This design comes from an exercise in tuning for a short achievable clock period and few clock cycles per item on the open sky130 flow, not from production work. In this exercise RTL edits were held to simulation tests only and were not proved equivalent to the original. The flow treats the clock pin as an ideal source, which a real chip does not have. Power and IR drop assume default switching activity.

==> flow/design.v (excerpt) <==
module swt16_top (
   input  wire        clock,
   input  wire        rst,
   input  wire        instr_valid,
   input  wire [15:0] instr,
   output wire        instr_ready,
   output wire        wb_valid,
   input  wire        wb_ready,
   output wire [3:0]  wb_reg_idx,
   output wire [15:0] wb_data
);
   localparam int QD = 6;    
   logic        rdy_q;
   logic        f_v;
   logic [15:0] f_ins;
   logic [15:0] f_s1oh, f_s2oh;    
   logic        acc_res;
   assign acc_res = instr_valid && rdy_q &&
                    (instr[15:12] != 4'd0) && (instr[15:12] <= 4'd9);
   always_ff @(posedge clock) begin
      f_ins <= instr;
      for (int j = 0; j < 16; j++) begin
         f_s1oh[j] <= (instr[7:4] == 4'(j));
         f_s2oh[j] <= (instr[3:0] == 4'(j));
      end
      if (rst) f_v <= 1'b0;
      else     f_v <= acc_res;
   end
   wire [3:0] f_op  = f_ins[15:12];
   wire [3:0] f_rd  = f_ins[11:8];
   wire [3:0] f_rs1 = f_ins[7:4];
   wire [3:0] f_rs2 = f_ins[3:0];
   wire       f_ldi = (f_op == 4'd1);
   wire       f_shift = (f_op == 4'd7) || (f_op == 4'd8) || (f_op == 4'd9);
   wire       f_enp   = (f_op == 4'd1) || (f_op == 4'd2) || (f_op == 4'd3)
                     || (f_op == 4'd5) || (f_op == 4'd6);
   logic        d_v;
   logic [3:0]  d_rd;
   logic        d_ldi, d_add, d_sub, d_and, d_or, d_xor, d_sll, d_sr, d_sra;
   logic [15:0] d_ax, d_bx;      
   logic        d_a_rp, d_a_rn, d_a_f, d_b_r, d_b_f;    
   logic [15:0] f_rf1, f_rf2;
  ...
Size in the first run: roughly 3600 cells after synthesis, ~690 flip-flops, roughly 42 I/O pins, about 31000 µm² of cells after synthesis.
Settings: LEC_CHECK=0, CAP_MARGIN=20, CORE_MARGIN=2, CORE_UTILIZATION=40, SETUP_SLACK_MARGIN=3.6, SLEW_MARGIN=20, DONT_USE_CELLS=sky130_fd_sc_hd__a2111oi_0 sky130_fd_sc_hd__a2111oi_1 sky130_fd_sc_hd__a2111oi_2 sky130_fd_sc_hd__a2111oi_4 sky130_fd_sc_hd__a2111o_1 sky130_fd_sc_hd__a2111o_2 sky130_fd_sc_hd__a2111o_4 sky130_fd_sc_hd__o2111ai_1 sky130_fd_sc_hd__o2111ai_2 sky130_fd_sc_hd__o2111ai_4 sky130_fd_sc_hd__o2111a_1 sky130_fd_sc_hd__o2111a_2 sky130_fd_sc_hd__o2111a_4 sky130_fd_sc_hd__mux4_1 sky130_fd_sc_hd__mux4_2 sky130_fd_sc_hd__mux4_4 sky130_fd_sc_hd__or4_1 sky130_fd_sc_hd__or4_2 sky130_fd_sc_hd__or4_4 sky130_fd_sc_hd__or4b_1 sky130_fd_sc_hd__or4b_2 sky130_fd_sc_hd__or4b_4 sky130_fd_sc_hd__or4bb_1 sky130_fd_sc_hd__or4bb_2 sky130_fd_sc_hd__or4bb_4 sky130_fd_sc_hd__nor4_1 sky130_fd_sc_hd__nor4_2 sky130_fd_sc_hd__nor4_4 sky130_fd_sc_hd__nor4b_1 sky130_fd_sc_hd__nor4b_2 sky130_fd_sc_hd__nor4b_4 sky130_fd_sc_hd__nor4bb_1 sky130_fd_sc_hd__nor4bb_2 sky130_fd_sc_hd__nor4bb_4 sky130_fd_sc_hd__or3_1 sky130_fd_sc_hd__or3_2 sky130_fd_sc_hd__or3_4 sky130_fd_sc_hd__or3b_1 sky130_fd_sc_hd__or3b_2 sky130_fd_sc_hd__or3b_4 sky130_fd_sc_hd__a222oi_1 sky130_fd_sc_hd__and4_0 sky130_fd_sc_hd__and4_1 sky130_fd_sc_hd__and4_2 sky130_fd_sc_hd__and4_4 sky130_fd_sc_hd__and4b_0 sky130_fd_sc_hd__and4b_1 sky130_fd_sc_hd__and4b_2 sky130_fd_sc_hd__and4b_4 sky130_fd_sc_hd__and4bb_0 sky130_fd_sc_hd__and4bb_1 sky130_fd_sc_hd__and4bb_2 sky130_fd_sc_hd__and4bb_4 sky130_fd_sc_hd__nand4_0 sky130_fd_sc_hd__nand4_1 sky130_fd_sc_hd__nand4_2 sky130_fd_sc_hd__nand4_4 sky130_fd_sc_hd__nand4b_0 sky130_fd_sc_hd__nand4b_1 sky130_fd_sc_hd__nand4b_2 sky130_fd_sc_hd__nand4b_4 sky130_fd_sc_hd__nand4bb_0 sky130_fd_sc_hd__nand4bb_1 sky130_fd_sc_hd__nand4bb_2 sky130_fd_sc_hd__nand4bb_4 sky130_fd_sc_hd__a311oi_0 sky130_fd_sc_hd__a311oi_1 sky130_fd_sc_hd__a311oi_2 sky130_fd_sc_hd__a311oi_4 sky130_fd_sc_hd__a311o_0 sky130_fd_sc_hd__a311o_1 sky130_fd_sc_hd__a311o_2 sky130_fd_sc_hd__a311o_4 sky130_fd_sc_hd__o311ai_0 sky130_fd_sc_hd__o311ai_1 sky130_fd_sc_hd__o311ai_2 sky130_fd_sc_hd__o311ai_4 sky130_fd_sc_hd__o311a_0 sky130_fd_sc_hd__o311a_1 sky130_fd_sc_hd__o311a_2 sky130_fd_sc_hd__o311a_4 sky130_fd_sc_hd__a41oi_0 sky130_fd_sc_hd__a41oi_1 sky130_fd_sc_hd__a41oi_2 sky130_fd_sc_hd__a41oi_4 sky130_fd_sc_hd__a41o_0 sky130_fd_sc_hd__a41o_1 sky130_fd_sc_hd__a41o_2 sky130_fd_sc_hd__a41o_4 sky130_fd_sc_hd__o41ai_0 sky130_fd_sc_hd__o41ai_1 sky130_fd_sc_hd__o41ai_2 sky130_fd_sc_hd__o41ai_4 sky130_fd_sc_hd__o41a_0 sky130_fd_sc_hd__o41a_1 sky130_fd_sc_hd__o41a_2 sky130_fd_sc_hd__o41a_4 sky130_fd_sc_hd__a2bb2oi_0 sky130_fd_sc_hd__a2bb2oi_1 sky130_fd_sc_hd__a2bb2oi_2 sky130_fd_sc_hd__a2bb2oi_4 sky130_fd_sc_hd__o2bb2ai_0 sky130_fd_sc_hd__o2bb2ai_1 sky130_fd_sc_hd__o2bb2ai_2 sky130_fd_sc_hd__o2bb2ai_4 sky130_fd_sc_hd__a221oi_0 sky130_fd_sc_hd__a221oi_1 sky130_fd_sc_hd__a221oi_2 sky130_fd_sc_hd__a221oi_4 sky130_fd_sc_hd__o221ai_0 sky130_fd_sc_hd__o221ai_1 sky130_fd_sc_hd__o221ai_2 sky130_fd_sc_hd__o221ai_4 sky130_fd_sc_hd__a32oi_0 sky130_fd_sc_hd__a32oi_1 sky130_fd_sc_hd__a32oi_2 sky130_fd_sc_hd__a32oi_4 sky130_fd_sc_hd__o32ai_0 sky130_fd_sc_hd__o32ai_1 sky130_fd_sc_hd__o32ai_2 sky130_fd_sc_hd__o32ai_4 sky130_fd_sc_hd__and3b_0 sky130_fd_sc_hd__and3b_1 sky130_fd_sc_hd__and3b_2 sky130_fd_sc_hd__and3b_4 sky130_fd_sc_hd__nor3b_0 sky130_fd_sc_hd__nor3b_1 sky130_fd_sc_hd__nor3b_2 sky130_fd_sc_hd__nor3b_4 sky130_fd_sc_hd__or2b_0 sky130_fd_sc_hd__or2b_1 sky130_fd_sc_hd__or2b_2 sky130_fd_sc_hd__or2b_4  sky130_fd_sc_hd__mux2_1 sky130_fd_sc_hd__mux2_2 sky130_fd_sc_hd__mux2_4 sky130_fd_sc_hd__mux2_8 sky130_fd_sc_hd__mux2i_1 sky130_fd_sc_hd__mux2i_2 sky130_fd_sc_hd__mux2i_4 sky130_fd_sc_hd__mux2i_8  sky130_fd_sc_hd__a221o_1 sky130_fd_sc_hd__a221o_2 sky130_fd_sc_hd__a221o_4 sky130_fd_sc_hd__a211o_1 sky130_fd_sc_hd__a211o_2 sky130_fd_sc_hd__a211o_4 sky130_fd_sc_hd__a21o_1 sky130_fd_sc_hd__a21o_2 sky130_fd_sc_hd__a21o_4 sky130_fd_sc_hd__a22o_1 sky130_fd_sc_hd__a22o_2 sky130_fd_sc_hd__a22o_4 sky130_fd_sc_hd__o221a_1 sky130_fd_sc_hd__o221a_2 sky130_fd_sc_hd__o221a_4 sky130_fd_sc_hd__o211a_1 sky130_fd_sc_hd__o211a_2 sky130_fd_sc_hd__o211a_4 sky130_fd_sc_hd__o21a_1 sky130_fd_sc_hd__o21a_2 sky130_fd_sc_hd__o21a_4 sky130_fd_sc_hd__o22a_1 sky130_fd_sc_hd__o22a_2 sky130_fd_sc_hd__o22a_4 sky130_fd_sc_hd__a2bb2o_1 sky130_fd_sc_hd__a2bb2o_2 sky130_fd_sc_hd__a2bb2o_4 sky130_fd_sc_hd__o2bb2a_1 sky130_fd_sc_hd__o2bb2a_2 sky130_fd_sc_hd__o2bb2a_4 sky130_fd_sc_hd__a21bo_1 sky130_fd_sc_hd__a21bo_2 sky130_fd_sc_hd__a21bo_4 sky130_fd_sc_hd__o21ba_1 sky130_fd_sc_hd__o21ba_2 sky130_fd_sc_hd__o21ba_4 sky130_fd_sc_hd__a32o_1 sky130_fd_sc_hd__a32o_2 sky130_fd_sc_hd__a32o_4 sky130_fd_sc_hd__o32a_1 sky130_fd_sc_hd__o32a_2 sky130_fd_sc_hd__o32a_4 sky130_fd_sc_hd__a31o_1 sky130_fd_sc_hd__a31o_2 sky130_fd_sc_hd__a31o_4 sky130_fd_sc_hd__o31a_1 sky130_fd_sc_hd__o31a_2 sky130_fd_sc_hd__o31a_4 sky130_fd_sc_hd__a311o_1 sky130_fd_sc_hd__a311o_2 sky130_fd_sc_hd__a311o_4 sky130_fd_sc_hd__o311a_1 sky130_fd_sc_hd__o311a_2 sky130_fd_sc_hd__o311a_4 , BUFFER_PORTS_ARGS=-buffer_cell sky130_fd_sc_hd__buf_4, PRE_CTS_TCL=/design/flow/flow/cts_pre.tcl; clock period 4.6 ns.
standard.sh (not shown) runs the stock make flow with config.mk's settings and CLKGATE_MAP_FILE= SYNTH_SCRIPT=/design/flow/synth_recipe.tcl, a recipe that flattens the netlist after the stock synthesis.
==> flow/flow/run.sh <==
#!/bin/bash
# Standard ORFS layout (the standard.sh, all steps) with three settings
# added to config.mk:
#  - slow cells (4-input and/or stacks, mux4, mux2, a2111/o2111, and the
#    two-stage non-inverting and-or/or-and gates) are added to the don't-use
#    list, so synthesis and repair build the logic from faster gates. Only
#    combinational cells are listed: the registers are mapped exactly as in
#    the standard synthesis.
#  - the port buffers are inserted as buf_4 instead of the default delay-type
#    buffer, which footprint-matched resizing can not replace later.
#  - cts_pre.tcl (PRE_CTS_TCL) keeps TritonCTS's leaf buffers but replaces
#    its upper tree by four clkbuf_16 fed straight from the clock port, so
#    every register is two buffers from the port (a shorter, balanced tree).
# Each ORFS step logs to orfs/logs/...; standard.sh's own output goes to
# standard.log.
set -euo pipefail
here=$(cd "$(dirname "$0")" && pwd)
echo "export DONT_USE_CELLS = $(cat "$here/dont_use.txt")" >> config.mk
echo "export BUFFER_PORTS_ARGS = -buffer_cell sky130_fd_sc_hd__buf_4" >> config.mk
echo "export PRE_CTS_TCL = $here/cts_pre.tcl" >> config.mk
bash standard.sh > standard.log 2>&1
Other scripts of this flow, unchanged in this note and not shown: flow/flow/cts_pre.tcl, flow/flow/dont_use.txt
The baseline went through all stages and came out clean.
Testbench counts at the start, summed over its fixed seeds: cycles 40,040, items 40,000.
==> next run, changes <==
--- a/flow/design.v
+++ b/flow/design.v
@@ -48,27 +48,32 @@
    output wire [3:0]  wb_reg_idx,
    output wire [15:0] wb_data
 );
    localparam int QD = 6;    
    logic        rdy_q;
    logic        f_v;
    logic [15:0] f_ins;
    logic [15:0] f_s1oh, f_s2oh;    
+   logic        acc_any;    
+   logic        f_nop;      
    logic        acc_res;
+   assign acc_any = instr_valid && rdy_q;
    assign acc_res = instr_valid && rdy_q &&
                     (instr[15:12] != 4'd0) && (instr[15:12] <= 4'd9);
    always_ff @(posedge clock) begin
       f_ins <= instr;
       for (int j = 0; j < 16; j++) begin
          f_s1oh[j] <= (instr[7:4] == 4'(j));
          f_s2oh[j] <= (instr[3:0] == 4'(j));
       end
       if (rst) f_v <= 1'b0;
       else     f_v <= acc_res;
+      if (rst) f_nop <= 1'b0;
+      else     f_nop <= acc_any && !acc_res;
    end
    wire [3:0] f_op  = f_ins[15:12];
    wire [3:0] f_rd  = f_ins[11:8];
    wire [3:0] f_rs1 = f_ins[7:4];
    wire [3:0] f_rs2 = f_ins[3:0];
    wire       f_ldi = (f_op == 4'd1);
    wire       f_shift = (f_op == 4'd7) || (f_op == 4'd8) || (f_op == 4'd9);
    wire       f_enp   = (f_op == 4'd1) || (f_op == 4'd2) || (f_op == 4'd3)
@@ -88,17 +93,16 @@
    logic [15:0] e_x;           
    logic [15:0] e_p, e_g;      
    logic [15:0] e_sa;          
    logic [3:0]  e_ll, e_lh;    
    logic [3:0]  e_rl, e_rh;    
    logic        r_v;
    logic [3:0]  r_rd;
    logic [15:0] r_q;
-   logic [15:0] r_qd, r_qn;      
    wire f_ea = !f_ldi && d_v && (d_rd == f_rs1);
    wire f_eb = !f_ldi && d_v && (d_rd == f_rs2);
    always_ff @(posedge clock) begin
       if (rst) d_v <= 1'b0;
       else     d_v <= f_v;
       d_rd   <= f_rd;
       d_ldi  <= f_ldi;
       d_add  <= (f_op == 4'd2) || (f_op == 4'd3);
@@ -147,18 +151,18 @@
          f_fw1 = f_fw1 | (r_we[j] & f_s1oh[j]);
          f_fw2 = f_fw2 | (r_we[j] & f_s2oh[j]);
       end
       if (f_fw1) f_rf1 = r_q;
       if (f_fw2) f_rf2 = r_q;
    end
    wire f_by1 = e_v && (e_rd == f_rs1);
    wire f_by2 = e_v && (e_rd == f_rs2);
-   wire [15:0] a_dec = (r_qd & {16{d_a_rp}}) | (r_qn & {16{d_a_rn}}) | (d_ax & {16{d_a_f}});
-   wire [15:0] b_val = (r_qd & {16{d_b_r}}) | (d_bx & {16{d_b_f}});
+   wire [15:0] a_dec = (r_q & {16{d_a_rp}}) | (~r_q & {16{d_a_rn}}) | (d_ax & {16{d_a_f}});
+   wire [15:0] b_val = (r_q & {16{d_b_r}}) | (d_bx & {16{d_b_f}});
    wire [15:0] g = e_g;
    wire [15:0] p = e_p;
    logic [15:0] gk [5];
    logic [15:0] pk [5];
    always_comb begin
       gk[0] = g;
       pk[0] = p;
       for (int l = 0; l < 4; l++) begin
@@ -242,18 +246,16 @@
       if (rst) r_v <= 1'b0;
       else     r_v <= e_v;
       for (int j = 0; j < 16; j++) begin
          if (rst) r_we[j] <= 1'b0;
          else     r_we[j] <= e_v && (e_rd == 4'(j));
       end
       r_rd <= e_rd;
       r_q  <= x_r ^ y_r;
-      r_qd <= (x_r ^ y_r) & {16{f_by1 || f_by2}};
-      r_qn <= ~(x_r ^ y_r) & {16{f_by1 || f_by2}};
    end
    logic [19:0]   q_mem [QD];
    logic [QD-1:0] q_wp, q_rp;     
    logic [QD-1:0] q_th;           
    logic [QD-1:0] ow_th;          
    logic          o_v;
    logic [19:0]   o_q;
    logic [19:0] q_head;
@@ -262,21 +264,26 @@
       for (int i = 0; i < QD; i++) q_head = q_head | (q_mem[i] & {20{q_rp[i]}});
    end
    wire [19:0] head_data = q_th[0] ? q_head : {r_rd, r_q};
    wire        head_av   = q_th[0] || r_v;
    wire        o_load    = !o_v || wb_ready;
    wire        mv        = o_load && head_av;
    wire [QD-1:0] ow_up = {ow_th[QD-2:0], 1'b1};
    wire [QD-1:0] ow_dn = {1'b0, ow_th[QD-1:1]};
+   wire [QD-1:0] ow_d2 = {2'b00, ow_th[QD-1:2]};
+   wire [QD-1:0] ow_u  = f_nop ? ow_th : ow_up;    
+   wire [QD-1:0] ow_s  = f_nop ? ow_dn : ow_th;    
+   wire [QD-1:0] ow_d  = f_nop ? ow_d2 : ow_dn;    
+   wire [QD-1:0] ow_next = acc_any ? (mv ? ow_s : ow_u) : (mv ? ow_d : ow_s);
    wire [QD-1:0] q_up  = {q_th[QD-2:0], 1'b1};
    wire [QD-1:0] q_dn  = {1'b0, q_th[QD-1:1]};
    wire [QD-1:0] q_mv1 = r_v ? q_th : q_dn;
    wire [QD-1:0] q_mv0 = r_v ? q_up : q_th;
-   wire rdy_next = (acc_res && !mv) ? !ow_th[QD-2] : ((!acc_res && mv) ? 1'b1 : !ow_th[QD-1]);
+   wire rdy_next = !ow_next[QD-1];
    always_ff @(posedge clock) begin
       for (int i = 0; i < QD; i++) begin
          if (r_v && q_wp[i]) q_mem[i] <= {r_rd, r_q};
       end
       if (rst) begin
          q_wp  <= QD'(1);
          q_rp  <= QD'(1);
          q_th  <= '0;
@@ -284,17 +291,17 @@
          o_v   <= 1'b0;
          o_q   <= '0;
          rdy_q <= 1'b1;
       end else begin
          if (o_load) o_q <= head_data;
          if (r_v) q_wp <= {q_wp[QD-2:0], q_wp[QD-1]};
          if (mv)  q_rp <= {q_rp[QD-2:0], q_rp[QD-1]};
          q_th  <= mv ? q_mv1 : q_mv0;
-         ow_th <= mv ? (acc_res ? ow_th : ow_dn) : (acc_res ? ow_up : ow_th);
+         ow_th <= ow_next;
          if (o_load) o_v <= head_av;
          rdy_q <= rdy_next;
       end
    end
    assign instr_ready = rdy_q;
    assign wb_valid    = o_v;
    assign wb_reg_idx  = o_q[19:16];
    assign wb_data     = o_q[15:0];
Result: The new run ran to the end with no violations; critical path depth increases by 2; final area shrinks by 1.7%; area after synthesis falls by 2.9%; die area fell by 2.8%; cell count came out lower by 1.8%; clock skew drops by 0.011 ns; sequential cell count went down by 31; combinational power is higher by 3.6%.
Testbench counts after the change, summed over its fixed seeds: cycles 40,040, items 40,000.

[what the ideal ports hide]
Ports are ideal in the flow. The routed layouts listed here were re-timed in OpenROAD. Step 1 (the two cells are an assumption about what drives the block):
set clk [get_ports {clock}]
set_driving_cell -lib_cell sky130_fd_sc_hd__clkbuf_16 $clk
set_driving_cell -lib_cell sky130_fd_sc_hd__buf_2 [delete_from_list [all_inputs] $clk]
Step 2 times the ports against the registers' clock, not the clock port: input delays grow and output delays shrink by t, the midpoint of the rising clock arrivals with the driver on. a / b / c = ideal ports / drivers / drivers and shift; a / b = the first two.
| run | t, ns | slack for setup (ns) | hold WS [ns] | worst setup path at the end |
|---|---|---|---|---|
| the first run | 0.615 | 2.605 / 2.589 / 2.247 | 0.325 / 0.325 / 0.325 | input to register |
| the second run | 0.601 | 2.554 / 2.554 / 2.441 | 0.313 / 0.313 / 0.313 | input to register |
After both steps every run listed still meets setup and hold. For the first run, which loses most, drivers alone change the setup slack by -0.016 ns; drivers and shift together by -0.358 ns.
